From an optimization exercise on the open Yosys and OpenROAD flow, aimed at small area and a short achievable clock period; shortcuts taken in it are not production practice. RTL that was checked went through simulation tests only; none was proved equivalent to the original. No functional check of the RTL was part of runs 1 and 2. No activity file was given, so power comes from the tool's default toggle rates.

==> design/flow/design.v <==
module fft_frame_buffer #(
  parameter int unsigned DATA_W = 16,
  parameter int unsigned N_LOG2 = 6
) (
  input  logic              clk,
  input  logic              rst,
  input  logic [DATA_W-1:0] sample_in,
  input  logic              sample_valid,
  input  logic              frame_ready,
  output logic [DATA_W-1:0] dataOut,
  output logic              FFT_en,
  output logic              frame_start,
  output logic              overflow
);
  localparam int unsigned N = 1 << N_LOG2;
  localparam int unsigned R = 8;    
  logic                state_q;
  logic [1:0]          full_q, full_d;
  logic                wr_bank_q, rd_bank_q;
  logic [N_LOG2-1:0]   wr_idx_q, rd_idx_q;
  logic                start_c, issue_c, last_c;
  logic                bank_free_c, accept_c, drop_c, wr_last_c;
  logic [DATA_W-1:0]   ring_q [2][R][R];    
  logic [DATA_W-1:0]   stg_q [R];           
  logic [2:0]          t_q;                 
  logic [2:0]          u_q, u1_q;
  logic                eq0_c, eq1_c;
  logic                ins_c [2][R];
  logic                odd_c;               
  logic                direct_q;            
  logic [R/2-1:0]      tp_q;                
  logic [2*R-1:0]      sel_q;               
  logic [N_LOG2-1:0]   ti_c;
  logic                tb_c;
  logic [DATA_W-1:0]   tap_c, dly_q;
  function automatic logic [2:0] rev3(input logic [2:0] a);
    rev3 = {a[0], a[1], a[2]};
  endfunction
  always_comb begin
    issue_c     = state_q;
    last_c      = state_q && (rd_idx_q == N_LOG2'(N - 1));
    start_c     = !state_q && full_q[rd_bank_q] && frame_ready;
    bank_free_c = !full_q[wr_bank_q] || (last_c && (rd_bank_q == wr_bank_q));
    accept_c    = sample_valid && bank_free_c;
    drop_c      = sample_valid && !bank_free_c;
    wr_last_c   = accept_c && (wr_idx_q == N_LOG2'(N - 1));
  end
  always_comb begin
    full_d = full_q;
    for (int b = 0; b < 2; b++) begin
      if (last_c && (rd_bank_q == 1'(b))) begin
        full_d[b] = 1'b0;
      end
      if (wr_last_c && (wr_bank_q == 1'(b))) begin
        full_d[b] = 1'b1;
      end
    end
  end
  always_ff @(posedge clk) begin
    if (rst) begin
      state_q   <= 1'b0;
      full_q    <= '0;
      wr_bank_q <= 1'b0;
      wr_idx_q  <= '0;
      rd_bank_q <= 1'b0;
      rd_idx_q  <= '0;
      overflow  <= 1'b0;
    end else begin
      full_q <= full_d;
      if (start_c) begin
        state_q <= 1'b1;
      end else if (last_c) begin
        state_q <= 1'b0;
      end
      if (accept_c) begin
        wr_idx_q <= wr_idx_q + N_LOG2'(1);
        if (wr_last_c) begin
          wr_bank_q <= ~wr_bank_q;
        end
      end
      if (drop_c) begin
        overflow <= 1'b1;
      end
      if (start_c) begin
        rd_idx_q <= '0;
      end else if (issue_c) begin
        rd_idx_q <= rd_idx_q + N_LOG2'(1);
      end
      if (last_c) begin
        rd_bank_q <= ~rd_bank_q;
      end
    end
  end
  always_ff @(posedge clk) begin
    for (int r = 0; r < R; r++) begin
      if (accept_c && (wr_idx_q[2:0] == 3'(r))) begin
        stg_q[r] <= sample_in;
      end
    end
  end
  always_ff @(posedge clk) begin
    t_q  <= t_q + 3'd1;
    u_q  <= rev3(t_q + 3'd2);
    u1_q <= rev3(t_q + 3'd2) + 3'd1;
  end
  always_comb begin
    eq0_c = (wr_idx_q[5:3] == u_q);
    eq1_c = (wr_idx_q[5:3] == u1_q);
    for (int r = 0; r < R; r++) begin
      logic older, dbank;
      older = (3'(r) >= wr_idx_q[2:0]);
      dbank = wr_bank_q ^ (older && (wr_idx_q[5:3] == 3'd0));
      for (int b = 0; b < 2; b++) begin
        ins_c[b][r] = (dbank == 1'(b)) && (older ? eq1_c : eq0_c);
      end
    end
  end
  always_ff @(posedge clk) begin
    for (int b = 0; b < 2; b++) begin
      for (int r = 0; r < R; r++) begin
        for (int p = 1; p < R; p++) begin
          ring_q[b][r][p] <= ring_q[b][r][p-1];
        end
        ring_q[b][r][0] <= ins_c[b][r] ? stg_q[r] : ring_q[b][r][R-1];
      end
    end
  end
  always_comb begin
    odd_c = t_q[0] ^ rd_idx_q[0];
    if (state_q && !last_c) begin
      ti_c = rd_idx_q + (odd_c ? N_LOG2'(2) : N_LOG2'(1));
    end else begin
      ti_c = '0;
    end
    tb_c = rd_bank_q ^ last_c;
  end
  always_ff @(posedge clk) begin
    logic [2:0] pn;
    logic       burst_next;
    pn         = (state_q && !last_c) ? t_q - rd_idx_q[2:0] : t_q + 3'd1;
    burst_next = start_c || (state_q && !last_c);
    for (int p = 0; p < R / 2; p++) begin
      tp_q[p] <= (pn[2:1] == 2'(p));
    end
    direct_q <= burst_next && !pn[0];
    for (int b = 0; b < 2; b++) begin
      for (int r = 0; r < R; r++) begin
        sel_q[b*R + r] <= (tb_c == 1'(b)) && (rev3(ti_c[5:3]) == 3'(r));
      end
    end
  end
  always_comb begin
    tap_c = '0;
    for (int p = 0; p < R / 2; p++) begin
      logic [DATA_W-1:0] x;
      x = '0;
      for (int b = 0; b < 2; b++) begin
        for (int r = 0; r < R; r++) begin
          x = x | (ring_q[b][r][2*p] & {DATA_W{sel_q[b*R + r]}});
        end
      end
      tap_c = tap_c | (x & {DATA_W{tp_q[p]}});
    end
  end
  always_ff @(posedge clk) begin
    dly_q   <= tap_c;
    dataOut <= direct_q ? tap_c : dly_q;
    if (rst) begin
      FFT_en      <= 1'b0;
      frame_start <= 1'b0;
    end else begin
      FFT_en      <= issue_c;
      frame_start <= issue_c && (rd_idx_q == '0);
    end
  end
endmodule
==> design/flow/run.sh <==
#!/bin/bash
# synth_recipe.tcl (not shown) runs the flow's synth.tcl, then flattens the netlist and writes it again
# the make line also repeats each setting of config.mk as NAME=value (left out here)
make -C /OpenROAD-flow-scripts/flow DESIGN_CONFIG=/design/flow/config.mk WORK_HOME=/design/flow/orfs CLKGATE_MAP_FILE= SYNTH_SCRIPT=/design/flow/synth_recipe.tcl finish
==> design/flow/config.mk <==
export PLATFORM = sky130hd
export DESIGN_NAME = fft_frame_buffer
export DESIGN_NICKNAME = fft_frame_buffer
export VERILOG_FILES = /design/flow/design.v
export SDC_FILE = /design/flow/constraint.sdc
export NUM_CORES = 4
export LEC_CHECK = 0
export CAP_MARGIN = 20
export CORE_MARGIN = 2
export CORE_UTILIZATION = 40
export CTS_CLUSTER_DIAMETER = 70
export CTS_CLUSTER_SIZE = 24
export PLACE_DENSITY = 0.6
export SETUP_SLACK_MARGIN = 2.2
export SLEW_MARGIN = 20
==> design/flow/constraint.sdc <==
create_clock -name core_clock -period 4.5 [get_ports {clk}]
set_input_delay 0.9000 -clock core_clock [delete_from_list [all_inputs] [get_ports {clk}]]
set_output_delay 0.9000 -clock core_clock [all_outputs]
set_load 0.01 [all_outputs]
==> results of run 1 <==
-- report_power, final --
part	switching [W]	leakage, nW	internal (W)
logic	0.000432	4.66	0.000466
registers	0.000445	18.5	0.0211
clock network	0.00626	1.57	0.00472
total	0.00714	24.7	0.0263
-- metrics by stage --
| stage | util | area (sq um) |
|---|---|---|
| after floorplan | - | 57300 |
| after global placement | 0.422 | 59800 |
| after detailed placement | 0.422 | 59800 |
| after CTS | 0.452 | 64100 |
| after global routing | 0.455 | 64500 |
| final | 0.455 | 64500 |
-- placed cells by master (no fill, tap or decap), types with 10 or more instances in the layout --
cell                n
a221oi_1          190
mux2_4             30
clkdlybuf4s50_1    19
clkbuf_16         110
nor2_1             51
mux2_2            221
a41oi_1            15
dfxtp_4            23
o21ai_0            37
edfxtp_1          128
dfxtp_2            14
dfxtp_1          2093
a22o_1            192
inv_1              14
nand4_1            36
buf_12             38
buf_6              15
clkbuf_1           28
nand2_1            17
a22oi_1           144
buf_4              54
nand3_1            87
ha_1               10
-- worst register-to-register path: stages, from the launching register on --
cell	delay, ns
dfxtp_1	0.40
or3_4	0.44
nor2b_2	0.26
nand3_1	0.24
a2bb2oi_4	0.25
buf_4	0.25
mux2_1	0.34
-- state kept, by name, indices dropped and copies added (netlist names), 2 cells and up --
name,cells
full_q,2
sel_q,16
tp_q,4
stg_q,128
rd_idx_q,6
u1_q,3
t_q,3
ring_q,2048
wr_idx_q,6
dataOut,16
u_q,3
dly_q,16
-- cell families (layout without fill, tap and decap cells) --
group | count (synthesis) | count (layout) | synth area share
adder cells (fa/ha/maj) | 14 | 14 | 0.00319
flip-flops | 2258 | 2258 | 0.813
buffers and inverters | 169 | 336 | 0.0133
XOR/XNOR | 18 | 18 | 0.00276
multiplexers | 265 | 265 | 0.0549
AND/OR/NAND/NOR | 240 | 240 | 0.0220
other | 0 | 3 | 0
AO/OA/AOI/OAI | 624 | 624 | 0.0911
-- worst paths after layout --
path / endpoint / slack [ns]
worst max-delay path: ring_q[8][8] / 2.21
worst max register to register: ring_q[8][8] / 2.21
worst min-delay path: ring_q[108][0] / 0.31
worst min register to register: ring_q[108][0] / 0.31
-- what timing repair did --
item                                    4_1_cts  5_1_grt
pin swaps                                    16        8
resized for setup                            88       36
endpoints found under the setup margin      437      255
buffers inserted                             56       14
cloned                                        1        1
-- area by class of cell --
class	instances	area, sq um
fill	12200	77300
clock inverter	21	325
clock buffer	143	2920
inverter	17	72.6
antenna	3	7.51
sequential	2258	46600
timing repair buffer	155	1940
multi-input combinational	1161	10300
tap	1890	2360
-- layer usage --
metal,up-vias,GRT usage,routed length [microns],share of wire
met1,14700,0.296,71500,0.46
met4,4,0.0615,4440,0.029
met3,232,0.0286,10000,0.065
met2,1098,0.317,69300,0.45
li1,13000,-,-,-
met5,-,0,25,0.00016
==> results.txt, run 1 <==
The run finished with no timing, DRC or antenna violations. The count of final hold-check violations came out at 0. The final worst-path setup slack came out at 2.21 ns. The average wire length per cell after detail routing is 27.5 microns. In the synthesized netlist the dominant register cell turns out to be dfxtp_1. By instance count, the leading cell after synthesis is dfxtp_1. The number of vias per cell after detailed routing came out at 5.14. The cell sitting at the root of the clock tree is a clkbuf_16. By area the synthesized netlist is led by dfxtp_1, edfxtp_1, mux2_2, a221oi_1, a22o_1. On the critical path, the stage with the largest delay is an instance of or3_4.

The H-tree generated during clock tree synthesis spans 3 levels. The area growth from synthesis to final layout came out at 12.7%. For this run, the slowest stage of the critical path takes 0.44 ns.

The die covers 146000 sq um. In this run the worst setup path begins at wr_idx_q[5]. The worst register-to-register path begins at wr_idx_q[5].

Of the cells placed in the final design, the portion with a size suffix greater than 1 is 0.163. The area share of the largest cell type after synthesis came out at 0.746. The deepest clock path buffer count came out at 3. By startpoint and endpoint, the worst setup path is classified as register to register.

The global-route congestion overflow total is 0. The CTS tree is built. The kind of cell with the highest combined delay along the critical path is simple AND/OR/NAND/NOR gates. The count of buffers added on input and output ports is 38.

The number of violations of the max-capacitance limit came out at 0. The number of nets in the layout came out at 3736. For the pin with the worst max-slew slack, the measured transition is 1.18 ns. The number of enable-type register cells in the synthesized netlist is 128. The worst setup path is launched from a register. The yosys synthesis warning count is 4. The routability-driven placement congestion ratio came out at 0.813.

The floorplan die height is 382 microns. The number of vias in the routed layout is 29000. Including well taps, the total number of placed cells is 5409.

Buffers inserted during clock tree synthesis total 109. The worst voltage drop across the vdd grid is 0.000364 V. Counting distinct cell types in the post-synthesis netlist gives 69. The highest fanout seen on the critical path is 7. The setup TNS after final layout came out at 0 ns. The hold-critical path depth is 0. The number of rows in the core area came out at 138.

The final wirelength came out at 155 mm. The number of nets with antenna violations after routing is 0. Once detailed placement completed, the half-perimeter wirelength came to 88.8 mm.

The worst hold path belongs to the class register to register. The worst hold slack came out at 0.309 ns. The worst path needs 2.29 ns of the cycle, external delays included. The synthesized net count came out at 3622. In this run the power density over the cells is 518 nW/um^2. The global-route wire length before repair is 212 mm. The sequential-to-total area share from yosys stat came out at 0.813. The post-synthesis instance area is 57200 sq um. The arrival time at the worst endpoint is 2.94 ns. The total routing resource utilization after global routing is 0.204. The biggest area contributor in the post-synthesis netlist is dfxtp_1. The number of buffer and inverter instances along the worst setup path is 1. The max-slew violation count came to 0. The number of non-filler instances in the completed layout is 5648. Clock tree synthesis found a total of 2258 sinks. The data required time at the worst endpoint came out at 5.15 ns. The highest achievable clock rate came out at 0.437 GHz.

Setup repair after global routing left no endpoint under its margin. For the final database, setup skew stands at 0.0392 ns. For this configuration, the core starts out at a cell density of 0.403. By count the netlist is led by dfxtp_1, mux2_2, a221oi_1, a22o_1, a22oi_1.

The total of endpoints with negative setup slack in the final report came out at 0. The number of remaining DRC errors came out at 0. The clock reaches the later pin of the worst-skew pair after 0.77 ns.

The leakage power came out at 24.7 nW. The die boundary width is 382 microns. Traced cell by cell, the critical path runs through or3_4, nor2b_2, nand3_1, a2bb2oi_4, buf_4, mux2_1. The via count of the first global-routing pass came out at 28600. For this block, the initial DRC count from the detailed router was 3122.

The area of the placeable core is 142000 sq um. The final total power is 0.0334 W. The instance count on the critical path came out at 6. 39 I/O pins were placed. The number of register bits inferred by synthesis is 2258. The proportion of register bits with asynchronous set or reset after synthesis came out at 0. The number of antenna violations at the first check in global routing came out at 12. Entering global routing, the biggest net connects 38 pins. The worst setup path is captured at a register.

The depth of the most critical reg-to-reg path came out at 6. The startpoint identified for the worst hold timing path is ring_q[107][0]. The instance count of the mapped netlist is 3588. OpenSTA, run right after detailed placement, puts the worst setup slack at 1.29 ns. Before antenna repair, the detailed router went through 6 iterations.

The worst max-slew margin expressed relative to the limit came out at 0.212. The number of hold buffers added after CTS came out at 0. Of the available clock period, the critical path in the final layout requires 0.509. Averaged over all synthesized cells, the footprint is 15.9 sq um. The clock-pin slew on the worst setup and hold paths is 0.10 ns.
==> run 2: changes to the inputs <==
--- a/design/flow/config.mk
+++ b/design/flow/config.mk
@@ -8,8 +8,8 @@
 export CAP_MARGIN = 20
 export CORE_MARGIN = 2
-export CORE_UTILIZATION = 40
-export CTS_CLUSTER_DIAMETER = 70
-export CTS_CLUSTER_SIZE = 24
-export PLACE_DENSITY = 0.6
+export CORE_UTILIZATION = 55
+export CTS_CLUSTER_DIAMETER = 80
+export CTS_CLUSTER_SIZE = 30
+export PLACE_DENSITY = 0.7
 export SETUP_SLACK_MARGIN = 2.2
 export SLEW_MARGIN = 20
==> run 2 against run 1 <==
Against the previous run:
- synthesized area is the same
- combinational power is essentially flat
- non-clock buffer count grew 4
- first-iteration DRC count grew 19%
- critical path depth is the same
- clock power shrank 13%
- hold slack gained 0.0011 ns
- sequential cell count is the same
- final cell count shrank 9.6%
- clock skew shrank 0.012 ns
- power shrank 4.2%
- critical endpoint is now ring_q[40][0]
- largest power group unchanged
==> results.txt, run 2 <==
The run finished with no timing, DRC or antenna violations. The region available for standard cell placement spans 103000 sq um. The synthesized design contains 2258 register bits.

The die is 326 microns wide. The ratio of total power to cell area is 506 nW/um^2. The deepest clock path buffer count came out at 3. For this run, the share of the core covered by cells in the final layout is 0.612. The worst-case IR drop observed on VDD is 0.000361 V. The number of antenna violations at the first check in global routing came out at 7. The startpoint of the worst-slack reg-to-reg timing path is wr_idx_q[5]. The initial cell density of the core is 0.553. The worst setup path is captured at a register. The setup clock skew after layout came out at 0.0274 ns.

The number of top-level design ports came out at 39. The worst slack after detailed placement came out at 1.36 ns. The CTS buffer count is 87. The number of violations of the max-capacitance limit is 0. In the post-synthesis netlist, the biggest area contributors are dfxtp_1, edfxtp_1, mux2_2, a221oi_1, a22o_1. During synthesis, Yosys emitted a total of 4 warnings.

The highest fanout seen on the critical path came out at 16. The number of nets in the layout came out at 3719. The number of vias per cell after detailed routing came out at 5.82. The CTS tree is built.

The average wire length per cell after detail routing came out at 29.5 microns. The number of hold buffers added after CTS is 0. The total of endpoints with negative setup slack in the final report is 0. The detailed-router iteration count before antenna repair is 6. Tracing the worst setup path back leads to its startpoint at wr_idx_q[5]. In this run, synthesis inferred 128 flip-flops with an integrated enable. The max-slew violation count is 0. The final worst-path setup slack came out at 2.09 ns. More flip-flops sit in one register than any other, and that register is ring_q. The worst setup path is launched from a register.

Ranked by instance count, the synthesized netlist is headed by dfxtp_1, mux2_2, a221oi_1, a22o_1, a22oi_1. On the critical path, the stage with the largest delay is an instance of or3_4. At the pin with the least slew margin, the transition time is 1.24 ns. The count of final hold-check violations is 0.

The signal on the critical path passes through or3_4, nor2b_2, nand2_1, mux2i_4, buf_12, mux2_2. The area growth from synthesis to final layout is 10.6%. The deepest level of the CTS H-tree came out at 3. The first global-routing pass estimated 205 mm of wire. Counting every sink on the clock net gives 2258. The final total power came out at 0.0320 W.

From bottom edge to top edge, the die measures 326 microns. The HPWL after detailed placement came out at 81.8 mm. The critical path class is register to register. Once placement completed, the tool counted placed cells totaling 4887. The post-synthesis instance area came out at 57200 sq um. The number of fill cells in the layout is 7521. The shortest clock period the worst path allows after layout is 2.41 ns. The total routing resource utilization after global routing is 0.272. Of the post-synthesis cell area, the dominant cell type holds 0.746. The flip-flop count of the largest register after layout is 2048. The proportion of register bits with asynchronous set or reset after synthesis is 0.

The highest achievable clock rate came out at 0.415 GHz. The number of different library cells in the post-synthesis netlist came out at 69. The cell sitting at the root of the clock tree is a clkbuf_16. The worst hold path belongs to the class register to register. The arrival time at the worst endpoint came out at 2.98 ns. Setup repair after global routing could not meet its margin everywhere.

The overall die area came out at 107000 sq um. The number of remaining DRC errors came out at 0. In the final layout, the registers with the most flip-flops are ring_q (2048), stg_q (128). The mean instance size in the synthesized netlist came out at 15.9 sq um. The count of buffers from port buffering is 38. On the worst path, the slowest cell contributes a delay of 0.44 ns. Synthesis handed over a netlist of 3588 instances. Detailed routing inserted a total of 29700 vias. The number of rows in the core area is 118. The worst hold path begins at ring_q[43][0]. The synthesized net count is 3622.

The analysis attributes to cell leakage a power of 24.4 nW. The largest area contributor in the netlist is dfxtp_1. The most frequent standard cell in the layout excluding fill and tap cells is dfxtp_1. Summed over all failing endpoints, the final setup total negative slack is 0 ns. The primary flip-flop cell chosen by synthesis mapping is dfxtp_1. The routability-driven placement congestion ratio is 0.828. The sequential-to-total area share from yosys stat came out at 0.813. The most repeated cell in the gate-level netlist after synthesis is dfxtp_1. The largest net degree at the start of global routing is 32. The clock-pin slew on the worst setup and hold paths came out at 0.11 ns. Leaving out filler cells and counting taps, the final layout contains 5108. Once detail routing completed, the nets flagged for antenna violations numbered 0. After the first detailed-routing iteration, the DRC count stood at 3727.

The via count of the first global-routing pass is 28400. The data required time at the worst endpoint is 5.08 ns. The worst max-slew margin expressed relative to the limit came out at 0.176. The fraction of final layout cells with drive strength greater than 1 came out at 0.154.

The total overflow left after global routing is 0. The final wirelength is 151 mm. The clock latency of the later-clocked register in the worst-skew pair came out at 0.71 ns. Leaving out fill and tap cells, the most frequent cells in the layout are dfxtp_1, mux2_2, a22o_1. The final cycle utilization of the critical path is 0.535.
run 2: report_power, final:
group | internal (W) | switching, W | total, W
Clock | 0.00375 | 0.00581 | 0.00956
Combinational | 0.000474 | 0.000426 | 0.000899
Sequential | 0.0211 | 0.000453 | 0.0216
run 2: worst max-delay path: cells and delay by family, from the launching register on:
family	cells	cell delay, ns
buffers and inverters	1	0.28
AND/OR/NAND/NOR	3	0.96
flip-flops	1	0.42
multiplexers	2	0.62
run 2: final timing paths:
| path | slack, ns | depth (start not counted) | end |
|---|---|---|---|
| worst max-delay path | 2.09 | 6 | ring_q[40][0] |
| worst min-delay path | 0.31 | 0 | ring_q[44][0] |
| worst max register to register | 2.09 | 6 | ring_q[40][0] |
| worst min register to register | 0.31 | 0 | ring_q[44][0] |
run 2: kinds of logic after synthesis:
group | share of synthesized area
compound gates | 0.0911
xor+xnor | 0.00276
fa+ha+maj | 0.00319
buf+inv | 0.0133
flops | 0.813
mux | 0.0549
simple gates | 0.0220
run 2: area by class of cell:
type / instances / area (sq um) / area share
Tap cell: 1380 / 1730 / 0.0273
Antenna cell: 4 / 10.0 / 0.000158
Clock inverter: 8 / 129 / 0.00204
Clock buffer: 120 / 2350 / 0.0371
Multi-Input combinational cell: 1162 / 10300 / 0.163
Timing Repair Buffer: 159 / 2090 / 0.0331
Inverter: 17 / 77.6 / 0.00123
Sequential cell: 2258 / 46600 / 0.736
run 2: layer usage:
metal / wire length [microns] / track usage
met1: 64200 / 0.393
met2: 66500 / 0.413
met3: 14900 / 0.0494
met4: 5010 / 0.0939
met5: 62 / 0
run 2: repair_timing:
action | 4_1_cts | 5_1_grt
gates cloned | 0 | 3
endpoints found under the hold margin | 0 | 0
endpoints found under the setup margin | 433 | 385
buffers inserted | 63 | 23
pin swaps | 16 | 9
resized for setup | 66 | 52
run 2: per-stage QoR:
step	instance area [sq um]	hold WS, ns
floorplan	57300	0.310
global placement	59000	0.310
detailed placement	59100	0.312
CTS	62800	0.315
global route	63300	0.309
finish	63300	0.310
==> run 3: changes to the inputs <==
--- a/design/flow/design.v
+++ b/design/flow/design.v
@@ -24,7 +24,10 @@
   logic [DATA_W-1:0]   stg_q [R];           
   logic [2:0]          t_q;                 
-  logic [2:0]          u_q, u1_q;
+  logic [2:0]          un_q, un1_q;
   logic                eq0_c, eq1_c;
-  logic                ins_c [2][R];
+  logic [DATA_W-1:0]   sin_q;               
+  logic                we_q;
+  logic [2:0]          wq_q;                
+  logic [2*R-1:0]      ins_q;               
   logic                odd_c;               
   logic                direct_q;            
@@ -93,18 +96,23 @@
   end
   always_ff @(posedge clk) begin
+    sin_q <= sample_in;
+    we_q  <= accept_c && !rst;
+    wq_q  <= wr_idx_q[2:0];
     for (int r = 0; r < R; r++) begin
-      if (accept_c && (wr_idx_q[2:0] == 3'(r))) begin
-        stg_q[r] <= sample_in;
+      if (we_q && (wq_q == 3'(r))) begin
+        stg_q[r] <= sin_q;
       end
     end
   end
   always_ff @(posedge clk) begin
-    t_q  <= t_q + 3'd1;
-    u_q  <= rev3(t_q + 3'd2);
-    u1_q <= rev3(t_q + 3'd2) + 3'd1;
+    t_q   <= t_q + 3'd1;
+    un_q  <= rev3(t_q + 3'd3);
+    un1_q <= rev3(t_q + 3'd3) + 3'd1;
   end
   always_comb begin
-    eq0_c = (wr_idx_q[5:3] == u_q);
-    eq1_c = (wr_idx_q[5:3] == u1_q);
+    eq0_c = (wr_idx_q[5:3] == un_q);
+    eq1_c = (wr_idx_q[5:3] == un1_q);
+  end
+  always_ff @(posedge clk) begin
     for (int r = 0; r < R; r++) begin
       logic older, dbank;
@@ -112,5 +120,5 @@
       dbank = wr_bank_q ^ (older && (wr_idx_q[5:3] == 3'd0));
       for (int b = 0; b < 2; b++) begin
-        ins_c[b][r] = (dbank == 1'(b)) && (older ? eq1_c : eq0_c);
+        ins_q[b*R + r] <= (dbank == 1'(b)) && (older ? eq1_c : eq0_c);
       end
     end
@@ -122,5 +130,5 @@
           ring_q[b][r][p] <= ring_q[b][r][p-1];
         end
-        ring_q[b][r][0] <= ins_c[b][r] ? stg_q[r] : ring_q[b][r][R-1];
+        ring_q[b][r][0] <= ins_q[b*R + r] ? stg_q[r] : ring_q[b][r][R-1];
       end
     end
--- a/design/flow/config.mk
+++ b/design/flow/config.mk
@@ -12,4 +12,4 @@
 export CTS_CLUSTER_SIZE = 30
 export PLACE_DENSITY = 0.7
-export SETUP_SLACK_MARGIN = 2.2
+export SETUP_SLACK_MARGIN = 2.4
 export SLEW_MARGIN = 20
==> run 3 against run 2 <==
Against the previous run:
- power is 4.4% higher
- design area is 0.61% lower
- via count is 1.8% lower
- global-route usage is 0.87 points lower
- first-iteration DRC count is 12% lower
- utilization is 0.55 points lower
- clock power is 2% higher
- still clean on timing, DRC and antenna
- maximum frequency is 13% higher
- critical path depth is 5 lower
==> results.txt, run 3 <==
The slew at the pin with the worst max-slew slack is 1.32 ns. Counting flops with an async set or reset pin after synthesis yields a share of 0. The primary flip-flop cell chosen by synthesis mapping is dfxtp_1. The combinational power share is 0.028. Counting I/O delays and the setup requirement, the final critical path takes 2.13 ns. The data required time at the worst endpoint came out at 3.60 ns. The number of violations of the max-capacitance limit came out at 0. The startpoint of the worst-slack reg-to-reg timing path is sel_q[1]. The via count of the first global-routing pass is 28300. The worst setup path is captured at an output pin. TritonCTS built the clock tree.

The sequential-to-total area share from yosys stat is 0.820. In the synthesized netlist, the cells that appear most often are dfxtp_1, mux2_2, a221oi_1, a22o_1, a22oi_1. For this run, design rule violations remaining after detail routing come to 0. The number of buffers and inverters on the critical path is 1. The worst hold path belongs to the class register to register. In the final layout, the registers with the most flip-flops are ring_q (2048), stg_q (128). In the synthesized netlist, the number of instances is 3652. After synthesis the netlist holds a flip-flop and latch count of 2293.

The register with the most flip-flops in the final layout is ring_q. IR analysis of the VDD net gives a maximum drop of 0.000361 V. Setup repair after global routing could not meet its margin everywhere. The initial cell density of the core is 0.555. The worst setup path is of the register to output pin kind.

The synthesized net count came out at 3685. The count of nets left with antenna violations once routing finished came out at 0. The root buffer selected by CTS is clkbuf_16. The synthesized design spends more area on one cell type than any other, namely dfxtp_1. The share of total power in sequential cells came out at 0.682. The worst max-slew margin expressed relative to the limit came out at 0.120. The floorplan step defined a die boundary enclosing 107000 sq um. The hold-critical path depth is 0. The setup clock skew after layout came out at 0.0286 ns. For this run, the post-layout net count is 3719. For this design the top-level I/O count stands at 39. The clock network fraction of total power came out at 0.291. The kind of cell adding the most delay to the critical path is flip-flops.

The clock-pin slew on the worst setup and hold paths is 0.11 ns. The number of design-rule violations left by the first detailed-router iteration is 3276. In this run the static leakage power is 24.4 nW.

Traced cell by cell, the critical path runs through buf_6. Summed over all layers, the routed wires come to 147 mm. The floorplan die height came out at 327 microns. The total routing resource utilization after global routing is 0.263. The count of buffers from port buffering is 38. The cell area that synthesis handed to floorplanning was 57500 sq um.

The final total power is 0.0334 W. The depth of the most critical reg-to-reg path is 7. In the final routed layout, each cell accounts on average for 28.7 microns.

Cell internal power was estimated by the tool at 0.0264 W. The number of vias per cell after detailed routing came out at 5.70. The most frequent standard cell in the layout excluding fill and tap cells is dfxtp_1. The yosys synthesis warning count came out at 3. The switching power of the nets is 0.00706 W. In this run the deepest clock path goes through 3 buffers. The synthesized netlist contains 55 unique library cells. The highest achievable clock rate is 0.469 GHz. Sorting the synthesized cells by area gives the leading types as dfxtp_1, edfxtp_1, mux2_2, a221oi_1, a22o_1. Counting flops with a built-in enable in the synthesized netlist gives 128. At the later pin of the worst-skew pair, clock insertion delay measures 0.71 ns. The deepest level of the CTS H-tree is 3. The number of rows in the core area is 118. The arrival time at the worst endpoint came out at 1.23 ns. For this design the ratio of total power to cell area is 531 nW/um^2. The HPWL after detailed placement came out at 77.5 mm. The number of vias in the routed layout came out at 29200. STA classifies the critical path startpoint as a register. The number of placed instances, taps included, is 4931. The area share of the largest cell type after synthesis came out at 0.753. The highest-delay cell along the critical path is dfxtp_4. The worst reg-to-reg setup slack came out at 2.40 ns. The biggest cell delay along the critical path came out at 0.40 ns.

The core region is 104000 sq um. The max-slew violation count came to 0. The clock sink count is 2293. Setup violations remaining at the end of the flow were counted as 0. The beginning of the worst hold path is ring_q[37][1]. The highest fanout seen on the critical path is 1.

The flow ran to the end and the layout has no timing, DRC or antenna violations. The average instance in the mapped netlist occupies 15.8 sq um. The number of antenna violations at the first check in global routing is 3. The number of non-filler instances in the completed layout came out at 5131.

The detailed-router iteration count before antenna repair is 6. The final core area utilization came out at 0.607. The worst hold slack came out at 0.317 ns. The library cells used most frequently in the layout, excluding fill and tap cells, are dfxtp_1, mux2_2, a22o_1.

The worst min-delay path endpoint is ring_q[38][1]. The routability-driven placement congestion ratio is 0.824. TritonCTS created 86 clock buffers. Among all cell types in the netlist, the one instantiated most often is dfxtp_1. The fraction of final layout cells with drive strength greater than 1 came out at 0.146. The count of final hold-check violations came out at 0.

The first global-routing pass estimated 199 mm of wire. The global-route congestion overflow total came out at 0. The final cycle utilization of the critical path came out at 0.473. Of the total power, the share spent switching nets is 0.211. The flip-flop count of the largest register after layout came out at 2048. The die is 327 microns wide. In this run the critical register-to-register path is captured at dataOut[4]. The setup TNS after final layout came out at 0 ns. Entering global routing, the biggest net connects 37 pins. The area growth from synthesis to final layout is 9.32%.
## run 3: cell types whose count changed after synthesis, moves of 5 or more
| cell | previous run | this run |
|---|---|---|
| buf_1 | 43 | 53 |
| buf_6 | 14 | 1 |
| dfxtp_1 | 2130 | 2165 |
| o21ai_0 | 42 | 47 |
| xnor2_1 | 13 | 18 |
| and3_1 | 6 | 1 |
| mux2_2 | 221 | 256 |
| mux2_4 | 31 | 0 |
| clkbuf_1 | 83 | 108 |
| nand2_1 | 19 | 26 |
| nor2_1 | 52 | 72 |
| buf_2 | 9 | 3 |
## run 3: area by class of cell
type | instances | area, sq um
flip-flops and latches | 2293 | 47300
fillers | 7725 | 40800
multi-input cells | 1172 | 9830
clock buffers | 145 | 2470
well taps | 1380 | 1730
repair buffers | 114 | 1410
inverters | 19 | 72.6
clock inverters | 5 | 55.1
diodes | 3 | 7.51
## run 3: worst max path at each step
| stage | startpoint | end | slack, ns | depth (start not counted) |
|---|---|---|---|---|
| after global placement | sample_valid | wr_idx_q[5] | 1.84 | 4 |
| after detailed placement | sample_valid | wr_idx_q[5] | 1.85 | 4 |
| after global routing | dataOut[1] | dataOut[1] | 2.33 | 1 |
| after floorplan | rd_idx_q[0] | wr_idx_q[5] | 2.41 | 7 |
| final | dataOut[1] | dataOut[1] | 2.37 | 1 |
| after CTS | dataOut[1] | dataOut[1] | 2.32 | 1 |
## run 3: power by group through the flow
stage	sequential (W)	combinational, W	clock [W]
2_1_floorplan	0.0228	0.000643	0
3_3_place_gp	0.0232	0.000875	0
3_5_place_dp	0.0232	0.000889	0
4_1_cts	0.0228	0.000896	0.00977
5_1_grt	0.0229	0.00101	0.0105
6_report	0.0228	0.000922	0.00971
## run 3: repair_timing
item                                    CTS  global route
hold buffers                              0             0
hold endpoints to repair                  0             0
buffers inserted                         27            20
endpoints found under the setup margin   69            60
pin swaps                                 2             5
gates resized for setup                 131            35
## run 3: logic make-up (layout without fill, tap and decap cells)
| kind of cell | Yosys count | after routing | share of synthesized area |
|---|---|---|---|
| xor+xnor | 22 | 22 | 0.00335 |
| buf+inv | 187 | 283 | 0.0126 |
| compound gates | 612 | 612 | 0.0865 |
| simple gates | 260 | 260 | 0.0228 |
| mux | 265 | 265 | 0.0517 |
| flops | 2293 | 2293 | 0.820 |
| other cells | 0 | 3 | 0 |
| fa+ha+maj | 13 | 13 | 0.00296 |
## run 3: stage by stage
stage               cell area [sq um]  setup WS, ns
finish                          62900          2.37
global route                    62900          2.33
CTS                             62500          2.32
detailed placement              59400          1.85
global placement                59400          1.84
floorplan                       57600          2.41
## run 3: metal layers
layer,up-vias,routed length (microns),track usage
met5,-,13,0
met4,2,6160,0.0908
met3,304,11600,0.0414
met2,1219,67400,0.422
met1,14700,62000,0.365
li1,13000,-,-
==> run 4: changes to the inputs <==
--- a/design/flow/config.mk
+++ b/design/flow/config.mk
@@ -12,4 +12,4 @@
 export CTS_CLUSTER_SIZE = 30
 export PLACE_DENSITY = 0.7
-export SETUP_SLACK_MARGIN = 2.4
+export SETUP_SLACK_MARGIN = 2.3
 export SLEW_MARGIN = 20
==> run 4 against run 3 <==
Against the previous run:
- power fell by 0.20%
- critical path depth rose by 5
- synthesized cell count did not move
- via count fell by 0.15%
- design area fell by 0.40%
- largest power group unchanged
- non-clock buffer count fell by 3
- sequential power barely moved
- setup slack got worse by 0.058 ns
- still clean on timing, DRC and antenna
- clock skew rose by 0.00059 ns
- clock power barely moved
- wire length rose by 1.3%
- largest cell class unchanged
==> results.txt, run 4 <==
The synthesized design spends more area on one cell type than any other, namely dfxtp_1. Of the cells placed in the final design, the portion with a size suffix greater than 1 is 0.140. Dividing total power by cell area gives a power density of 532 nW/um^2.

The number of fill cells in the layout is 7742. STA classifies the critical path endpoint as a register. The worst slack after detailed placement is 1.88 ns. The number of nets in the layout is 3717. Setup repair after global routing could not meet its margin everywhere. The HPWL after detailed placement is 77.4 mm. The shortest clock period the worst path allows after layout came out at 2.19 ns. The most critical setup path has its startpoint at sel_q[10]. The count of buffers from port buffering came out at 38. After detailed placement, the design holds a cell count of 4928. The clock reaches the later pin of the worst-skew pair after 0.70 ns. The overall die area is 107000 sq um. The leakage power is 24.3 nW. Setup violations remaining at the end of the flow were counted as 0. Summing over every cut layer, the via total after detailed routing is 29200.

The worst setup path is launched from a register. In the layout the commonest cells are dfxtp_1, mux2_2, a22o_1. Across the routed clock network, the largest skew measured is 0.0292 ns. The number of design-rule violations left by the first detailed-router iteration came out at 3046. The area share of the largest cell type after synthesis came out at 0.753. The mean instance size in the synthesized netlist came out at 15.8 sq um.

The library cell used most frequently in the layout, excluding fill and tap cells, is dfxtp_1. The deepest level of the CTS H-tree came out at 3. Timing would allow up to 0.457 GHz. The die boundary width came out at 327 microns. The critical path is of the register to register type. The path class of the tightest hold or removal check is register to register.

The worst max-slew margin expressed relative to the limit came out at 0.210. The max-slew violation count came out at 0. The routability-driven placement congestion ratio came out at 0.795. The via count of the first global-routing pass came out at 28200. The instance area after placement came out at 59300 sq um. Max-cap violations in this run came to 0. TritonCTS built the clock tree. After synthesis the netlist holds a flip-flop and latch count of 2293. The startpoint identified for the worst register-to-register timing path is sel_q[10]. The yosys synthesis warning count is 3. Counting flops with a built-in enable in the synthesized netlist gives 128. The synthesized net count is 3685. The hold-critical path depth came out at 0. The commonest cells after synthesis are dfxtp_1, mux2_2, a221oi_1, a22o_1, a22oi_1. In the final layout, the registers with the most flip-flops are ring_q (2048), stg_q (128). In this run the critical register-to-register path is captured at dataOut[15]. The detailed-router iteration count before antenna repair came out at 5. The root buffer selected by CTS is clkbuf_16. In the post-synthesis netlist, the cell with the most instances is dfxtp_1.

The post-route cell area came out at 62600 sq um. Setup slack on the critical path of the routed design comes to 2.31 ns. The deepest clock path buffer count came out at 3. The clock sink count came out at 2293. The post-synthesis instance area is 57500 sq um.

The worst hold path terminates at ring_q[100][11]. The data required time at the worst endpoint came out at 5.03 ns. The depth of the most critical reg-to-reg path came out at 6. The global-route wire length before repair is 198 mm. The arrival time at the worst endpoint is 2.72 ns. The count of final hold-check violations is 0.

For this run, the register share of the synthesized area comes to 0.820. The initial cell density of the core is 0.555. The final wirelength came out at 149 mm. Dividing the detail-routed wire length by the instance count gives 29.1 microns. For this run, the number of standard cells in the final layout without fillers is 5129. The final total power came out at 0.0333 W. The instance count of the mapped netlist came out at 3652.

Of all flip-flops after synthesis, the portion carrying an async set or reset was 0. The initialized floorplan defines 118 standard-cell rows. Across the whole layout, storage elements account for 47300 sq um. The number of hold buffers added after CTS came out at 0. The slew at the pin with the worst max-slew slack came out at 1.19 ns. For the final routed database, the setup TNS stands at 0 ns. The floorplan die height is 327 microns. Clock-pin slew was measured on the worst setup and hold paths at 0.11 ns.

Summing all multi-input logic gate instances after layout gives 9740 sq um. For this run, the leading register cell type out of synthesis is dfxtp_1. The highest fanout seen on the critical path came out at 15. The number of top-level design ports came out at 39. The flow ran to the end and the layout has no timing, DRC or antenna violations. In this run the most critical hold path is launched from ring_q[99][11]. The area of the placeable core is 104000 sq um.

The CTS buffer count is 87. The number of nets with antenna violations after routing is 0. ring_q holds more flip-flops than any other register.

The number of different library cells in the post-synthesis netlist is 55. The worst reg-to-reg setup slack is 2.31 ns. In the finished design, the share of the clock period the worst path needs comes to 0.486. From synthesis to final layout, the design area changed by 8.88%. Yosys attributes the largest share of cell area to dfxtp_1, edfxtp_1, mux2_2, a221oi_1, a22o_1. The number of antenna violations at the first check in global routing is 3. The worst voltage drop across the vdd grid came out at 0.000305 V. In the routed design, unresolved DRC markers number 0. Dividing the detail-routed via count by the number of cells gives 5.69. In the global route stage, overall resource usage came out at 0.261. The global-route congestion overflow total is 0. The flip-flop count of the largest register after layout is 2048. The largest net degree at the start of global routing came out at 36.
-- run 4: cell count changes in the layout (fill, tap and decap cells not counted), moves of 4 or more --
cell	delta
buf_6	-18
a221oi_1	+4
a221oi_2	-4
clkbuf_2	+4
buf_2	+7
buf_12	-6
a22oi_2	-4
a22oi_1	+4
clkbuf_1	+5
-- run 4: final cells by class --
cell class | instances | share of cell area
Sequential cell | 2293 | 0.755
Inverter | 19 | 0.00120
Clock inverter | 4 | 0.000919
Tap cell | 1380 | 0.0276
Multi-Input combinational cell | 1172 | 0.155
Antenna cell | 2 | 0.0000799
Timing Repair Buffer | 111 | 0.0203
Clock buffer | 148 | 0.0391
-- run 4: repair_timing --
| action | in CTS | in global routing |
|---|---|---|
| gates resized for setup | 91 | 31 |
| pin swaps | 0 | 1 |
| setup buffers | 17 | 30 |
| endpoints found under the setup margin | 55 | 43 |
-- run 4: cell families after synthesis --
kind of cell	after synthesis	share of synthesized area
buffers and inverters	187	0.0126
xor gates and xnor gates	22	0.00335
adders and majority gates	13	0.00296
and+or+nand+nor	260	0.0228
muxes	265	0.0517
AOI/OAI and AO/OA	612	0.0865
DFF	2293	0.820
-- run 4: where the power goes --
part	internal, W	leakage [nW]	total [W]	switching, W
Sequential	0.0220	19.2	0.0228	0.000807
Clock	0.00381	1.19	0.00968	0.00588
Combinational	0.000512	3.94	0.000881	0.000368
Total	0.0263	24.3	0.0333	0.00705
-- run 4: how the worst max path moves through the flow --
stage,to,slack (ns),cells past startpoint
after floorplan,wr_idx_q[5],2.31,7
after global placement,wr_idx_q[5],1.89,4
after detailed placement,wr_idx_q[5],1.88,4
after CTS,dataOut[1],2.18,1
after global routing,dataOut[12],2.28,6
final,dataOut[15],2.31,6
-- run 4: critical path: stages (launching register included) --
cell	delay [ns]
dfxtp_4	0.50
buf_4	0.31
a22o_1	0.21
a221oi_1	0.37
nand4_1	0.14
a22oi_1	0.27
a41oi_1	0.16
-- run 4: per-layer routing --
layer,vias to the layer above,GRT usage,share of wire
met5,-,0,0
met4,0,0.0730,0.034
met3,264,0.0398,0.073
met2,1155,0.434,0.47
met1,14800,0.356,0.42
li1,13000,-,-
-- run 4: through the flow --
step / util / hold WS, ns
3_3_place_gp: 0.572 / 0.310
5_1_grt: 0.604 / 0.331
2_1_floorplan: - / 0.310
6_report: 0.604 / 0.326
4_1_cts: 0.600 / 0.321
3_5_place_dp: 0.572 / 0.312
==> run 5: changes to the inputs <==
--- a/design/flow/design.v
+++ b/design/flow/design.v
@@ -30,11 +30,8 @@
   logic [2:0]          wq_q;                
   logic [2*R-1:0]      ins_q;               
-  logic                odd_c;               
-  logic                direct_q;            
+  logic                podd_c;              
   logic [R/2-1:0]      tp_q;                
   logic [2*R-1:0]      sel_q;               
-  logic [N_LOG2-1:0]   ti_c;
-  logic                tb_c;
-  logic [DATA_W-1:0]   tap_c, dly_q;
+  logic [DATA_W-1:0]   tap_c, dly1_q, dly2_q;
   function automatic logic [2:0] rev3(input logic [2:0] a);
     rev3 = {a[0], a[1], a[2]};
@@ -134,25 +131,34 @@
     end
   end
-  always_comb begin
-    odd_c = t_q[0] ^ rd_idx_q[0];
-    if (state_q && !last_c) begin
-      ti_c = rd_idx_q + (odd_c ? N_LOG2'(2) : N_LOG2'(1));
+  assign podd_c = t_q[0] ^ rd_idx_q[0];
+  always_ff @(posedge clk) begin
+    logic       cont;
+    logic [2:0] p, q;
+    logic [N_LOG2:0] w;
+    logic       tb;
+    logic [2:0] tr, pn;
+    cont = state_q && !last_c;
+    p    = t_q - rd_idx_q[2:0];
+    q    = p - 3'd1;
+    w    = {1'b0, rd_idx_q} + (podd_c ? 7'd2 : 7'd3);
+    if (cont && !w[N_LOG2]) begin
+      tb = rd_bank_q;
+      tr = rev3(w[5:3]);
+      pn = q;
+    end else if (cont) begin
+      tb = !rd_bank_q;
+      tr = 3'd0;
+      pn = t_q + 3'd1;
     end else begin
-      ti_c = '0;
+      tb = rd_bank_q ^ last_c;
+      tr = 3'd0;
+      pn = start_c ? t_q : t_q + 3'd1;
     end
-    tb_c = rd_bank_q ^ last_c;
-  end
-  always_ff @(posedge clk) begin
-    logic [2:0] pn;
-    logic       burst_next;
-    pn         = (state_q && !last_c) ? t_q - rd_idx_q[2:0] : t_q + 3'd1;
-    burst_next = start_c || (state_q && !last_c);
-    for (int p = 0; p < R / 2; p++) begin
-      tp_q[p] <= (pn[2:1] == 2'(p));
+    for (int i = 0; i < R / 2; i++) begin
+      tp_q[i] <= (pn[2:1] == 2'(i));
     end
-    direct_q <= burst_next && !pn[0];
     for (int b = 0; b < 2; b++) begin
       for (int r = 0; r < R; r++) begin
-        sel_q[b*R + r] <= (tb_c == 1'(b)) && (rev3(ti_c[5:3]) == 3'(r));
+        sel_q[b*R + r] <= (tb == 1'(b)) && (tr == 3'(r));
       end
     end
@@ -172,6 +178,7 @@
   end
   always_ff @(posedge clk) begin
-    dly_q   <= tap_c;
-    dataOut <= direct_q ? tap_c : dly_q;
+    dly1_q  <= tap_c;
+    dly2_q  <= dly1_q;
+    dataOut <= podd_c ? dly1_q : dly2_q;
     if (rst) begin
       FFT_en      <= 1'b0;
--- a/design/flow/config.mk
+++ b/design/flow/config.mk
@@ -12,4 +12,4 @@
 export CTS_CLUSTER_SIZE = 30
 export PLACE_DENSITY = 0.7
-export SETUP_SLACK_MARGIN = 2.3
+export SETUP_SLACK_MARGIN = 2.4
 export SLEW_MARGIN = 20
==> run 5 against run 4 <==
Against the previous run:
- still clean
- sequential power down 2%
- global-route usage down 1.2 points
- sequential cell count up 15
- critical path type unchanged
- largest cell class unchanged
- largest power group unchanged
==> results.txt, run 5 <==
The final worst-path setup slack is 2.40 ns. The number of antenna violations at the first check in global routing came out at 4. The sequential-to-total area share from yosys stat is 0.822. The fraction of final layout cells with drive strength greater than 1 is 0.134.

Counting every sink on the clock net gives 2308. The area share of the largest cell type after synthesis came out at 0.756. Row generation in the floorplan step produced 118 rows. Counting flops per register, the top entry is ring_q. The setup check on the worst reg-to-reg path leaves a slack of 2.40 ns. The area of combinational cells with multiple inputs is 9610 sq um. The cell internal power dissipation is 0.0259 W. The global-route congestion overflow total is 0. The clock-pin slew on the worst setup and hold paths is 0.11 ns.

The final total power is 0.0327 W. For the final database, setup skew stands at 0.0230 ns. The die boundary width is 328 microns.

Adding up every negative setup slack in the final design gives 0 ns. The area taken by flip-flops and latches came out at 47600 sq um. The detailed-router iteration count before antenna repair is 5. The number of different library cells used by synthesis comes to 41. The area growth from synthesis to final layout is 8.02%.

The beginning of the worst hold path is ring_q[1][5]. The initial cell density of the core came out at 0.556. The path with the worst hold slack has its endpoint at ring_q[2][5]. Yosys instantiated no cell more often than dfxtp_1.

The instance count of the mapped netlist is 3629. The number of violations of the max-capacitance limit came out at 0. The routability-driven placement congestion ratio came out at 0.817.

The area of the placeable core is 104000 sq um. The depth of the most critical reg-to-reg path came out at 6. The proportion of register bits with asynchronous set or reset after synthesis is 0.

The register with the most flip-flops in the layout has 2048 of them. Data arrives at the worst endpoint at 2.69 ns. By startpoint and endpoint, the worst setup path is classified as register to register.

The largest net degree at the start of global routing is 54. The CTS tree is built. The instance area after placement came out at 59500 sq um. 39 I/O pins were placed. Setup repair after global routing could not meet its margin everywhere. The number of nets handed over by synthesis was 3659.

The commonest cells after synthesis are dfxtp_1, mux2_2, a221oi_1, a22o_1, a22oi_1. The HPWL after detailed placement is 77.6 mm. The share of total power consumed by net switching is 0.207.

Using the TritonRoute via totals, the vias-per-cell ratio works out to 5.65. The largest area contributor in the netlist is dfxtp_1. The number of remaining DRC errors is 0.

The total of endpoints with negative setup slack in the final report came out at 0. The clock latency of the later-clocked register in the worst-skew pair is 0.70 ns. The clock network fraction of total power is 0.295. The run finished with no timing, DRC or antenna violations. VDD sags by at most 0.000468 V. The number of enable-type register cells in the synthesized netlist came out at 128. The number of vias in the routed layout is 28700. The startpoint identified for the worst register-to-register timing path is sel_q[7]. The overall die area came out at 108000 sq um. The number of nets with antenna violations after routing came out at 0. The post-synthesis instance area came out at 57700 sq um.

Along the worst hold path, the cell count comes to 0. Measured against its own limit, the worst slew margin works out to 0.186. The number of nets in the layout came out at 3659. Along the worst path, the maximum fanout reaches 40. Yosys attributes the largest share of cell area to dfxtp_1, edfxtp_1, mux2_2, a221oi_1, a22o_1. The via count of the first global-routing pass is 27800. The total routing resource utilization after global routing came out at 0.249.

The highest achievable clock rate is 0.475 GHz. The tree is rooted in a clkbuf_16. The library cell used most frequently in the layout, excluding fill and tap cells, is dfxtp_1.

The number of fill cells in the layout came out at 7677. The combinational power share came out at 0.021. The path category of the worst min-delay check is register to register. The ratio of total power to cell area is 524 nW/um^2. The count of buffers from port buffering is 38. The final cycle utilization of the critical path came out at 0.468. The final core area utilization came out at 0.601. TritonCTS created 87 clock buffers. After synthesis, the mean cell area works out to 15.9 sq um.

The endpoint of the lowest-slack register-to-register path is dly1_q[3]. The final wirelength is 140 mm. The count of final hold-check violations came out at 0. The yosys synthesis warning count is 3.

The shortest clock period the worst path allows after layout came out at 2.10 ns. The element type at the critical path start is a register. The data required time at the worst endpoint came out at 5.08 ns.

The deepest level of the CTS H-tree is 3. The global-route wire length before repair is 192 mm. STA classifies the critical path endpoint as a register.

The post-route cell area is 62400 sq um. The slew at the pin with the worst max-slew slack came out at 1.22 ns. The number of design-rule violations left by the first detailed-router iteration came out at 3254. The largest registers in the layout are ring_q (2048), stg_q (128). The max-slew violation count came out at 0. In the layout the commonest cells are dfxtp_1, mux2_2, a22o_1, a22oi_1, a221oi_1. The worst slack after detailed placement came out at 2.10 ns. The switching power of the nets is 0.00677 W. Summed over all cells, the static leakage comes to 23.9 nW. The share of total power in sequential cells came out at 0.684. The number of register bits inferred by synthesis is 2308. The floorplan die height came out at 328 microns.

Dividing the detail-routed wire length by the instance count gives 27.7 microns. The deepest clock path buffer count is 3. The primary flip-flop cell chosen by synthesis mapping is dfxtp_1.
-- run 5: changes by cell type in the layout (fill, tap and decap cells not counted), sizes merged, moves of 15 or more --
| cell | before | now |
|---|---|---|
| a221oi | 192 | 176 |
| a22o | 192 | 176 |
| a22oi | 144 | 176 |
| a41oi | 16 | 0 |
| buf | 84 | 58 |
| dfxtp | 2165 | 2180 |
| mux2 | 257 | 273 |
| nand4 | 36 | 52 |
| nor2 | 72 | 40 |
-- run 5: final cells by class --
cell class / count / share of cell area
clock buffers: 139 / 0.0385
repair buffers: 77 / 0.0141
flip-flops and latches: 2308 / 0.763
well taps: 1380 / 0.0277
inverters: 16 / 0.000963
multi-input cells: 1139 / 0.154
diodes: 6 / 0.000241
clock inverters: 7 / 0.00134
-- run 5: cell families after synthesis --
group	after synthesis	share of synthesized area
adders and majority gates	10	0.00230
and+or+nand+nor	221	0.0200
muxes	294	0.0569
DFF	2308	0.822
buffers and inverters	182	0.0127
xor gates and xnor gates	21	0.00319
AOI/OAI and AO/OA	593	0.0826
-- run 5: power by group through the flow --
| stage | Clock [W] | Combinational [W] | Sequential [W] |
|---|---|---|---|
| finish | 0.00964 | 0.000699 | 0.0224 |
| global route | 0.0104 | 0.000763 | 0.0225 |
| CTS | 0.00971 | 0.000693 | 0.0224 |
| detailed placement | 0 | 0.000722 | 0.0228 |
| global placement | 0 | 0.000712 | 0.0228 |
| floorplan | 0 | 0.000503 | 0.0225 |
-- run 5: through the flow --
step	instances	hold slack, ns
after floorplan	3629	0.310
after global placement	4904	0.309
after detailed placement	4904	0.312
after CTS	5056	0.325
after global routing	5066	0.326
final	5072	0.321
-- run 5: worst max path at each step --
stage / to / from / depth (start not counted)
after floorplan: stg_q[0][0] / wq_q[2] / 2
after global placement: wr_bank_q / sample_valid / 5
after detailed placement: wr_bank_q / sample_valid / 5
after CTS: frame_start / frame_start / 1
after global routing: sel_q[3] / t_q[0] / 6
final: dly1_q[3] / sel_q[7] / 6
-- run 5: worst max-delay path: stages, from the launching register on --
cell      delay, ns
dfxtp_4        0.50
buf_8          0.30
a22o_1         0.25
a221oi_1       0.43
nand4_1        0.15
a22oi_1        0.20
nand3_1        0.11
-- run 5: per-layer routing --
| metal | global-route usage | vias up | routed length [microns] | part of all wire |
|---|---|---|---|---|
| li1 | - | 12900 | - | - |
| met1 | 0.363 | 14400 | 62100 | 0.44 |
| met2 | 0.390 | 1138 | 63000 | 0.45 |
| met3 | 0.0339 | 263 | 10400 | 0.074 |
| met4 | 0.0722 | 0 | 5010 | 0.036 |
| met5 | 0 | - | 0 | 0 |
-- run 5: repair_timing --
item	4_1_cts	5_1_grt
hold buffers	0	0
endpoints found under the setup margin	55	28
buffers inserted	6	9
pin swaps	0	1
resized for setup	96	28
==> run 6: changes to the inputs <==
--- a/design/flow/config.mk
+++ b/design/flow/config.mk
@@ -12,4 +12,4 @@
 export CTS_CLUSTER_SIZE = 30
 export PLACE_DENSITY = 0.7
-export SETUP_SLACK_MARGIN = 2.4
+export SETUP_SLACK_MARGIN = 2.8
 export SLEW_MARGIN = 20
==> run 6 against run 5 <==
Against the previous run:
- global-route usage rose by 3.3 points
- sequential cell count stayed put
- non-clock buffer count up 142
- final cell count grew 2.9%
- critical path type is now register to output pin
- highest routed layer is now met5
==> results.txt, run 6 <==
The flow ran to the end and the layout has no timing, DRC or antenna violations. Across all layers, the routed design uses 30200 vias. From synthesis to final layout, the design area changed by 13.6%. By area the synthesized netlist is led by dfxtp_1, edfxtp_1, mux2_2, a221oi_1, a22o_1. The sequential-to-total area share from yosys stat is 0.822.

The initial utilization of the core area, before any placement, comes to 0.556. The ratio of total power to cell area came out at 505 nW/um^2. The deepest clock path buffer count came out at 3. The setup clock skew after layout is 0.0363 ns. Of all flip-flops after synthesis, the portion carrying an async set or reset was 0. The average instance in the mapped netlist occupies 15.9 sq um.

The most repeated cell in the gate-level netlist after synthesis is dfxtp_1. The leakage power came out at 25.3 nW. Data arrives at the worst endpoint at 1.20 ns. The floorplan step set the die width to 328 microns. The number of antenna violations at the first check in global routing came to 5.

The highest achievable clock rate is 0.476 GHz. The core region is 104000 sq um. The simple-gate share of the synthesized area came out at 0.0200. For this run, the number of Yosys warnings is 3.

The first detailed-routing pass took 7 iterations. In the final layout, the registers with the most flip-flops are ring_q (2048), stg_q (128). The number of nets in the layout is 3802.

For this design, the slowest cell found on the critical path is dfxtp_4. The via count of the first global-routing pass is 29000. The overall die area came out at 108000 sq um. The slew at the pin with the worst max-slew slack came out at 1.31 ns. The count of buffers from port buffering is 38. Of the total synthesized cell area, the portion taken by full adders, half adders and majority gates is 0.00230.

The register with the most flip-flops in the layout has 2048 of them. The worst setup path is launched from a register. The critical path class is register to output pin. TritonCTS built the clock tree. CTS saw 2308 sinks. The cell family contributing the most delay on the critical path is flip-flops.

Dividing the detail-routed via count by the number of cells gives 5.78. The synthesized-area fraction occupied by ao, oa, aoi and oai cells is 0.0826. The HPWL after detailed placement is 78.7 mm. The multiplexer share of the synthesized area is 0.0569. The root buffer selected by CTS is clkbuf_16.

The top cell types in the final layout, fill and taps aside, are dfxtp_1, mux2_2, a22o_1. The biggest cell delay along the critical path is 0.38 ns. The global-route congestion overflow total is 0.

The deepest level of the CTS H-tree came out at 3. The post-synthesis instance area came out at 57700 sq um. The CTS buffer count came out at 87.

Setup repair after global routing could not meet its margin everywhere. The average wire length per cell after detail routing is 30.3 microns. The global-route wire length before repair is 213 mm. The most frequent standard cell in the layout excluding fill and tap cells is dfxtp_1.

The number of buffer and inverter instances along the worst setup path came out at 1. In the routed design, unresolved DRC markers number 0. The floorplan die height came out at 328 microns. Counting the fill cells in the layout gives 7277. The number of design-rule violations left by the first detailed-router iteration is 3736.

Timing analysis after detailed placement gives a worst setup slack of 2.16 ns. The primary flip-flop cell chosen by synthesis mapping is dfxtp_1. The dominant combinational cell family by area after synthesis is compound AO/OA/AOI/OAI gates. Measured on the finished design, the core utilization comes to 0.632. Once detail routing completed, the nets flagged for antenna violations numbered 0. The area share of the largest cell type after synthesis came out at 0.756. The synthesized net count came out at 3659. Max-cap violations in this run came to 0. The instance count of the mapped netlist is 3629.

The largest total area in the synthesized netlist belongs to dfxtp_1. The data required time at the worst endpoint is 3.60 ns. Sorting the synthesized cells by how often they occur yields dfxtp_1, mux2_2, a221oi_1, a22o_1, a22oi_1. The worst setup path is captured at an output pin.

Of the total synthesized cell area, the portion taken by XOR and XNOR cells is 0.00319. The count of final hold-check violations came out at 0. In the global route stage, overall resource usage came out at 0.282. In the final layout, the share of cells above drive strength 1 is 0.215.

Headroom to the max-slew limit came out at 0.123. At the later pin of the worst-skew pair, clock insertion delay measures 0.70 ns. The largest net degree at the start of global routing is 32.

After detailed placement, the design holds a cell count of 4911. Walking the worst path, the cells encountered are buf_6. The highest fanout seen on the critical path came out at 1. The number of rows in the core area is 118. The shortest clock period the worst path allows after layout came out at 2.10 ns. The final worst-path setup slack came out at 2.40 ns.

Clock-pin slew was measured on the worst setup and hold paths at 0.11 ns. The setup TNS after final layout came out at 0 ns. The number of different library cells in the post-synthesis netlist is 41.

The finished layout holds 5219 standard cells, fillers aside. After detailed routing, the total wire length is 158 mm. The worst voltage drop across the vdd grid came out at 0.000345 V. The number of top-level design ports came out at 39. The number of enable-type register cells in the synthesized netlist came out at 128.

The path category of the worst min-delay check is register to register. The number of register bits inferred by synthesis came out at 2308. The final cycle utilization of the critical path came out at 0.467. The routability-driven placement congestion ratio is 0.836. The total of endpoints with negative setup slack in the final report is 0. The max-slew violation count is 0. ring_q holds more flip-flops than any other register.
[run 6: changes by cell type in the layout (fill, tap and decap cells not counted), moves of 13 or more]
cell and delta:
a221oi_2 +118, o21ai_0 -28, a22oi_2 +14, buf_6 +24, buf_12 +37, buf_4 +74, dfxtp_1 -16, dfxtp_4 +13
o21ai_1 +20, a221oi_1 -124, a22oi_1 -14
[run 6: cell type report]
class / count / area (sq um) / area share
sequential: 2308 / 47600 / 0.726
multi-input combinational: 1140 / 10800 / 0.164
timing repair buffer: 219 / 2800 / 0.0428
clock buffer: 151 / 2520 / 0.0385
tap: 1380 / 1730 / 0.0263
clock inverter: 4 / 63.8 / 0.000973
inverter: 16 / 62.6 / 0.000954
antenna: 1 / 2.50 / 0.0000382
[run 6: worst paths after layout]
kind / from / end / slack, ns / cells after the start
min reg2reg: ring_q[57][14] / ring_q[58][14] / 0.31 / 0
max: dataOut[9] / dataOut[9] / 2.40 / 1
min: ring_q[57][14] / ring_q[58][14] / 0.31 / 0
max reg2reg: sel_q[9] / dly1_q[7] / 2.67 / 7
[run 6: power by group]
part / internal, W / switching, W / leakage, nW
registers: 0.0218 / 0.000657 / 18.9
logic: 0.000492 / 0.000328 / 5.19
clock network: 0.00391 / 0.00595 / 1.23
[run 6: cell families (layout without fill, tap and decap cells)]
logic type	Yosys count	in the layout
and+or+nand+nor	221	221
adders and majority gates	10	10
other	0	1
DFF	2308	2308
buffers and inverters	182	390
xor gates and xnor gates	21	21
muxes	294	294
AOI/OAI and AO/OA	593	594
[run 6: through the flow]
stage | area, sq um | hold slack [ns] | power [W]
2_1_floorplan | 57800 | 0.310 | 0.0230
3_3_place_gp | 59600 | 0.310 | 0.0235
3_5_place_dp | 59600 | 0.312 | 0.0236
4_1_cts | 64000 | 0.308 | 0.0330
5_1_grt | 65600 | 0.320 | 0.0341
6_report | 65600 | 0.309 | 0.0331
[run 6: repair_timing]
| item | CTS | global route |
|---|---|---|
| hold buffers | 0 | 0 |
| setup buffers | 92 | 47 |
| pin swaps | 21 | 91 |
| gates cloned | 2 | 11 |
| gates resized for setup | 228 | 200 |
| setup endpoints to repair | 169 | 92 |
[run 6: metal layers]
| metal | track usage | part of all wire | up-vias | routed length [microns] |
|---|---|---|---|---|
| met5 | 0 | 0.000089 | - | 14 |
| met4 | 0.118 | 0.048 | 2 | 7650 |
| met3 | 0.0508 | 0.091 | 345 | 14400 |
| met2 | 0.428 | 0.44 | 1464 | 69400 |
| met1 | 0.399 | 0.42 | 15200 | 66700 |
| li1 | - | - | 13100 | - |
==> run 7: changes to the inputs <==
--- a/design/flow/config.mk
+++ b/design/flow/config.mk
@@ -12,4 +12,4 @@
 export CTS_CLUSTER_SIZE = 30
 export PLACE_DENSITY = 0.7
-export SETUP_SLACK_MARGIN = 2.8
+export SETUP_SLACK_MARGIN = 2.6
 export SLEW_MARGIN = 20
==> run 7 against run 6 <==
Against the previous run:
- final cell count fell by 1.3%
- sequential cell count unchanged
- via count down 3.6%
- utilization is 2.0 points lower
- non-clock buffer count down 69
- critical path depth unchanged
- register-to-register slack worse by 0.05 ns
- design area shrank 3.2%
- global-route usage decreased by 1.8 points
- wire length is 8.8% lower
- synthesized area is the same
- power shrank 0.43%
==> results.txt, run 7 <==
Ranked by total cell area, the synthesized netlist is headed by dfxtp_1, edfxtp_1, mux2_2, a221oi_1, a22o_1. The largest individual stage delay along the critical path comes from the cell dfxtp_4. The startpoint identified for the worst hold timing path is ring_q[115][4].

The mean instance size in the synthesized netlist is 15.9 sq um. The final cycle utilization of the critical path came out at 0.463. The H-tree generated during clock tree synthesis spans 3 levels. The root buffer selected by CTS is clkbuf_16. The depth of the most critical reg-to-reg path came out at 6. The proportion of register bits with asynchronous set or reset after synthesis is 0.

In this run the tightest slew margin relative to its limit is 0.201. In this run the cell area of the synthesized design comes to 57700 sq um. The global-route congestion overflow total is 0. The slew at the pin with the worst max-slew slack came out at 1.20 ns. The overall die area is 108000 sq um. The clock sink count is 2308.

The primary flip-flop cell chosen by synthesis mapping is dfxtp_1. The number of different library cells in the post-synthesis netlist came out at 41. The initial cell density of the core is 0.556. The largest registers in the layout are ring_q (2048), stg_q (128). In this run the critical register-to-register path is launched from sel_q[12].

The leakage power is 24.4 nW. The run finished with no timing, DRC or antenna violations. The number of vias in the routed layout came out at 29100.

Clock tree synthesis inserted a total of 87 buffers. Detailed placement ended at an HPWL of 77.7 mm. The detailed-router iteration count before antenna repair is 6.

Synthesis produced 3629 cells. The setup TNS after final layout is 0 ns. Setup repair after global routing could not meet its margin everywhere. The count of final hold-check violations came out at 0.

The average wire length per cell after detail routing is 28.0 microns. The number of nets in the layout is 3732. The number of non-filler instances in the completed layout came out at 5151. The highest achievable clock rate is 0.480 GHz. Setup slack closes at 2.42 ns. STA classifies the critical path startpoint as a register. For the finished layout, the period the worst path requires is 2.08 ns. In this run the count of I/O pins placed on the die edge is 39.

The global-route wire length before repair came out at 201 mm. The layout has 7613 filler cells. Together, buffers and inverters on the worst path number 1. For this run, the register share of the synthesized area comes to 0.822. The register with the most flip-flops in the layout has 2048 of them. The number of nets with antenna violations after routing is 0. Traced cell by cell, the critical path runs through buf_6. The worst reg-to-reg setup slack came out at 2.62 ns. TritonCTS built the clock tree.

The path class of the tightest hold or removal check is register to register. IR analysis of the VDD net gives a maximum drop of 0.000339 V. The highest fanout seen on the critical path came out at 1.

The count of buffers from port buffering is 38. The die is 328 microns wide. On the worst path, the slowest cell contributes a delay of 0.37 ns.

The number of remaining DRC errors is 0. The fraction of final layout cells with drive strength greater than 1 came out at 0.159. The total of endpoints with negative setup slack in the final report is 0.

The data required time at the worst endpoint is 3.60 ns. The type of element capturing the critical path is an output pin. The endpoint of the lowest-slack register-to-register path is dly1_q[8]. The total routing resource utilization after global routing is 0.263.

After synthesis, the share of cell area in mux cells is 0.0569. The share of the synthesized netlist area taken by xor and xnor gates came out at 0.00319. Of the total synthesized cell area, the portion taken by AND, OR, NAND and NOR gates is 0.0200. The number of enable-type register cells in the synthesized netlist came out at 128. The worst slack after detailed placement is 2.10 ns. The number of register bits inferred by synthesis came out at 2308. The area growth from synthesis to layout is 9.90%.

The clock latency of the later-clocked register in the worst-skew pair came out at 0.71 ns. The deepest clock path buffer count is 3. Between clock sinks in the finished design, the worst skew comes to 0.0375 ns. Broken down by cell family, the worst path's largest delay share belongs to flip-flops.

The number of violations of the max-capacitance limit is 0. By count the netlist is led by dfxtp_1, mux2_2, a221oi_1, a22o_1, a22oi_1. The number of hold buffers added after CTS was 0. The hold-critical path depth is 0. The number of vias per cell after detailed routing is 5.65.

The arrival time at the worst endpoint came out at 1.18 ns. The number of nets in the synthesized netlist is 3659. The synthesized design spends more area on one cell type than any other, namely dfxtp_1. The area of the placeable core came out at 104000 sq um. By area, the combinational part of the netlist is dominated by compound AO/OA/AOI/OAI gates. The final wirelength is 144 mm. The number of rows in the core area came out at 118.

Of the total synthesized cell area, the portion taken by full adders, half adders and majority gates is 0.00230. The ratio of total power to cell area is 519 nW/um^2. The die is 328 microns tall. The register with the most flip-flops in the final layout is ring_q. The worst min-delay path endpoint is ring_q[116][4]. Yosys printed 3 warnings. The largest net degree at the start of global routing came out at 37. The via count of the first global-routing pass came out at 28700. Leaving out fill and tap cells, the most frequent cell in the layout is dfxtp_1.

The area share of the largest cell type after synthesis is 0.756. The critical path class is register to output pin. The congestion estimate from routability-driven global placement came to 0.821.

The max-slew violation count came out at 0. The synthesized-area fraction occupied by ao, oa, aoi and oai cells came to 0.0826. The number of cells in the design after placement came out at 4911. The number of design-rule violations left by the first detailed-router iteration came out at 3058. The library cells used most frequently in the layout, excluding fill and tap cells, are dfxtp_1, mux2_2, a22o_1, a22oi_1, a221oi_1. The number of antenna violations at the first check in global routing came out at 3. The most repeated cell in the gate-level netlist after synthesis is dfxtp_1. The clock-pin slew on the worst setup and hold paths is 0.11 ns.
run 7: worst max path at each step:
stage	start	endpoint	slack [ns]	cells after the start
detailed placement	frame_ready	tp_q[3]	2.10	6
global placement	frame_ready	tp_q[3]	2.12	6
floorplan	rd_idx_q[1]	wr_idx_q[3]	2.69	7
CTS	dataOut[8]	dataOut[8]	2.35	1
global route	dataOut[8]	dataOut[8]	2.38	1
finish	dataOut[8]	dataOut[8]	2.42	1
run 7: cell families after synthesis:
| kind of cell | after synthesis |
|---|---|
| flip-flops | 2308 |
| AO/OA/AOI/OAI | 593 |
| multiplexers | 294 |
| AND/OR/NAND/NOR | 221 |
| buffers and inverters | 182 |
| XOR/XNOR | 21 |
| adder cells (fa/ha/maj) | 10 |
run 7: power by group:
group          internal [W]  total (W)  leakage [nW]  switching, W
sequential           0.0218     0.0224          18.9      0.000596
combinational      0.000446   0.000759          4.31      0.000312
clock               0.00389    0.00984          1.22       0.00595
run 7: through the flow:
| stage | area (sq um) | power [W] | hold WS, ns | util |
|---|---|---|---|---|
| 6_report | 63500 | 0.0329 | 0.315 | 0.611 |
| 4_1_cts | 62800 | 0.0330 | 0.317 | 0.605 |
| 3_5_place_dp | 59600 | 0.0235 | 0.312 | 0.574 |
| 5_1_grt | 63500 | 0.0339 | 0.330 | 0.611 |
| 3_3_place_gp | 59600 | 0.0235 | 0.310 | 0.574 |
| 2_1_floorplan | 57800 | 0.0230 | 0.310 | - |
run 7: repair_timing:
item,in CTS,in global routing
setup buffers,31,51
endpoints found under the setup margin,97,70
pin swaps,5,6
hold endpoints to repair,0,0
resized for setup,131,49
run 7: per-layer routing:
layer  up-vias  track usage  part of all wire
li1      13000            -                 -
met1     14800        0.380              0.45
met2      1102        0.414              0.45
met3       228       0.0374             0.066
met4         0       0.0811             0.030
met5         -            0                 0
run 7: final cells by class:
type / instances / area (sq um) / share of cell area
diodes: 1 / 2.50 / 0.0000394
clock buffers: 153 / 2510 / 0.0395
clock inverters: 4 / 65.1 / 0.00103
inverters: 16 / 60.1 / 0.000946
multi-input cells: 1139 / 9760 / 0.154
flip-flops and latches: 2308 / 47600 / 0.750
well taps: 1380 / 1730 / 0.0272
repair buffers: 150 / 1720 / 0.0271

Setup slack of run 7, layout unchanged: 2.416 ns with ideal ports, 2.345 ns with driving cells assumed (clock clkbuf_16, inputs buf_2), 2.066 ns with port delays also shifted by the 0.763 ns mid clock arrival.
